This design comes from an exercise in tuning for small area on the open sky130 flow, not from production work.
The RTL was checked by simulation tests, not by an equivalence proof against the original design.
No driver is modelled on the clock port, so clocking that relies on it looks cheaper here than on a real chip.
Power is estimated from default activity; no workload was simulated.

## mipsCore
module mipsCore (
    input  logic                    clk,
    input  logic                    rst_n,
    input  logic [31:0]             instr,
    output logic [32-1:0] instrAddr,
    output logic                    wbValid,
    output logic [4:0]              wbDest,
    output logic [32-1:0] wbData
);
==> flow/config.mk <==
export PLATFORM = sky130hd
export DESIGN_NAME = mipsCore
export DESIGN_NICKNAME = mipsCore
export VERILOG_FILES = /design/flow/design.v
export SDC_FILE = /design/flow/constraint.sdc
export NUM_CORES = 4
export LEC_CHECK = 0
export CAP_MARGIN = 5
export CORE_MARGIN = 2
export CORE_UTILIZATION = 50
export PLACE_DENSITY = 0.6
export SLEW_MARGIN = 5
==> flow/constraint.sdc <==
create_clock -name core_clock -period 10.0 [get_ports {clk}]
set_input_delay 2.0000 -clock core_clock [delete_from_list [all_inputs] [get_ports {clk}]]
set_output_delay 2.0000 -clock core_clock [all_outputs]
set_load 0.01 [all_outputs]
standard.sh (not shown) runs the stock make flow with config.mk's settings and CLKGATE_MAP_FILE= SYNTH_SCRIPT=/design/flow/synth_recipe.tcl, a recipe that flattens the netlist after the stock synthesis.
==> flow/flow/run.sh <==
#!/bin/bash
# Own layout flow: the standard ORFS flow (standard.sh) with
#  - synthesis through flow/synth_area.tcl: the standard flow's synthesis script, except
#    that ABC maps the logic with flow/area.abc (area-oriented mapping);
#    flip-flops are mapped before ABC runs, so they are unchanged
#  - port buffers of the smallest buffer cell
#  - a clock tree without dummy loads, sink clusters from cts_args.txt
# Every tool's output goes to the ORFS logs under orfs/logs/; make's own
# output goes to flow_make.log in the folder this runs in.
set -euo pipefail
HERE=$(cd "$(dirname "$0")" && pwd)
CTS=$(cat "$HERE/cts_args.txt")
export FLOW_ABC_SCRIPT="$HERE/area.abc"
bash standard.sh \
  SYNTH_SCRIPT="$HERE/synth_area.tcl" \
  BUFFER_PORTS_ARGS="-buffer_cell sky130_fd_sc_hd__buf_1" \
  CTS_ARGS="$CTS" \
  SKIP_REPAIR_TIE_FANOUT=1 \
  finish > flow_make.log 2>&1
==> flow/flow/area.abc <==
strash; dc2; dch -f; amap; topo; strash; dch -f; amap; topo
==> flow/flow/cts_args.txt <==
-sink_clustering_enable -repair_clock_nets -dont_use_dummy_load -buf_list sky130_fd_sc_hd__clkbuf_8 -sink_clustering_size 20 -sink_clustering_max_diameter 60
==> flow/flow/synth_area.tcl <==
proc synth {args} { yosys synth -nofsm -noshare {*}$args }
# map the logic for area: replace the ABC script of ORFS's abc call
proc abc {args} {
  set i [lsearch -exact $args -script]
  if { $i >= 0 } { set args [lreplace $args $i [expr {$i + 1}]] }
  yosys abc -script $::env(FLOW_ABC_SCRIPT) {*}$args
}
source $::env(SCRIPTS_DIR)/synth.tcl
# left out here: clear keep_hierarchy, flatten, clean up, hide names made inside functions, write 1_2_yosys.v
The first run completed with no timing, DRC or antenna violations.
Edit:
- CORE_UTILIZATION: 50 -> 65
- PLACE_DENSITY: 0.6 -> 0.75
Effect:
- The new run completed with no timing, DRC or antenna violations
- sequential share of layout area went up by 0.90 points
- sequential power hardly moves
- wire length rose by a few percent
- global-route usage climbs by 5.5 points
- non-clock buffer count decreases by 4
- setup slack is better by 0.064 ns
- die area shrinks by about a fifth
- maximum frequency went up slightly
- critical path depth goes up by 1
- synthesized cell count is unchanged
- total power decreases slightly
Edit:
--- a/flow/flow/run.sh
+++ b/flow/flow/run.sh
@@ -18 +17,0 @@
-  SKIP_REPAIR_TIE_FANOUT=1 \
==> flow/flow/area.abc (replaced) <==
strash; dch -f; amap; topo; strash; dch -f; amap; topo
- CAP_MARGIN: 5 -> 20
- CORE_UTILIZATION: 65 -> 60
- PLACE_DENSITY: 0.75 -> 0.7
- SLEW_MARGIN: 5 -> 20
Sequential power hardly moves.
Worst setup slack gets worse by 0.022 ns.
Via count stays flat.
Edit:
--- a/flow/flow/run.sh
+++ b/flow/flow/run.sh
@@ -7 +7,2 @@
-#  - a clock tree without dummy loads, sink clusters from cts_args.txt
+#  - a clock tree without dummy loads, sink clusters from cts_args.txt,
+#    then clock buffers stepped down while clock pin slews allow (cts_down.tcl)
@@ -17,0 +19,2 @@
+  POST_CTS_TCL="$HERE/cts_down.tcl" \
+  SKIP_REPAIR_TIE_FANOUT=1 \
==> flow/flow/area.abc (replaced) <==
strash; dc2; dch -f; amap; topo; strash; dch -f; amap; topo
==> flow/flow/cts_args.txt (replaced) <==
-sink_clustering_enable -repair_clock_nets -dont_use_dummy_load -buf_list sky130_fd_sc_hd__clkbuf_16 -sink_clustering_size 12 -sink_clustering_max_diameter 60
==> flow/flow/cts_down.tcl (new file) <==
# Run after ORFS's clock tree synthesis (POST_CTS_TCL): step clock buffers
# down one size at a time, keeping a step only while every flip-flop clock
# pin stays under the target slew with placement parasitics.
proc my_clk_max_slew {} {
  set mx 0
  foreach p [get_pins -hierarchical */CLK] {
    foreach k {slew_max_rise slew_max_fall} {
      set s [get_property $p $k]
      if {$s > $mx} { set mx $s }
    }
  }
  return $mx
}
proc my_cts_downsize { target } {
  set sizes {sky130_fd_sc_hd__clkbuf_1 sky130_fd_sc_hd__clkbuf_2 sky130_fd_sc_hd__clkbuf_4 sky130_fd_sc_hd__clkbuf_8 sky130_fd_sc_hd__clkbuf_16}
  estimate_parasitics -placement
  set n 0
  for {set pass 0} {$pass < 3} {incr pass} {
    set changed 0
    foreach inst [get_cells -hierarchical *] {
      set m [get_property $inst ref_name]
      set i [lsearch -exact $sizes $m]
      if {$i <= 0} { continue }
      set name [get_full_name $inst]
      replace_cell $name [lindex $sizes [expr {$i - 1}]]
      estimate_parasitics -placement
      if {[my_clk_max_slew] > $target} {
        replace_cell $name $m
      } else {
        incr n
        incr changed
      }
    }
    if {$changed == 0} { break }
  }
  estimate_parasitics -placement
  puts "my_cts_downsize: $n steps, largest clock pin slew [my_clk_max_slew]"
}
my_cts_downsize 0.118
detailed_placement
- CAP_MARGIN: 20 -> 5
- SLEW_MARGIN: 20 -> 5
Effect:
- wire length climbs by 14%
- maximum frequency climbs by 0.72%
- total power climbs by 4.0%
- non-clock buffer count climbs by 5
- setup slack gets better by 0.068 ns
- sequential share of layout area drops by 0.17 points

[what the ideal ports hide]
No port has a modelled driver above. Below, the same layouts with a new extraction and two added sets of constraints. Step 1: set_driving_cell puts a clkbuf_16 on clk and a buf_2 on each other input, an assumption about the parent block. Step 2 times the ports against the registers' clock, not the clock port: input delays grow and output delays shrink by t, the midpoint of the rising clock arrivals with the driver on. Three values: ideal ports, drivers, drivers and shift; two values: the first two.
run | shift t [ns] | slack for setup (ns) | hold WS [ns] | clock arrival spread, ns
the first run | 0.659 | 0.486 / 0.466 / 0.466 | 0.260 / 0.260 / 0.260 | 0.082 / 0.082
the second run | 0.693 | 0.550 / 0.530 / 0.530 | 0.273 / 0.273 / 0.273 | 0.070 / 0.070
the third run | 0.685 | 0.528 / 0.504 / 0.504 | 0.278 / 0.278 / 0.278 | 0.080 / 0.080
the fourth run | 1.008 | 0.596 / 0.576 / 0.576 | 0.126 / 0.126 / 0.126 | 0.216 / 0.216
After both steps every run listed still meets setup and hold. For the third run, which loses most, drivers alone change the setup slack by -0.024 ns; drivers and shift together by -0.024 ns.
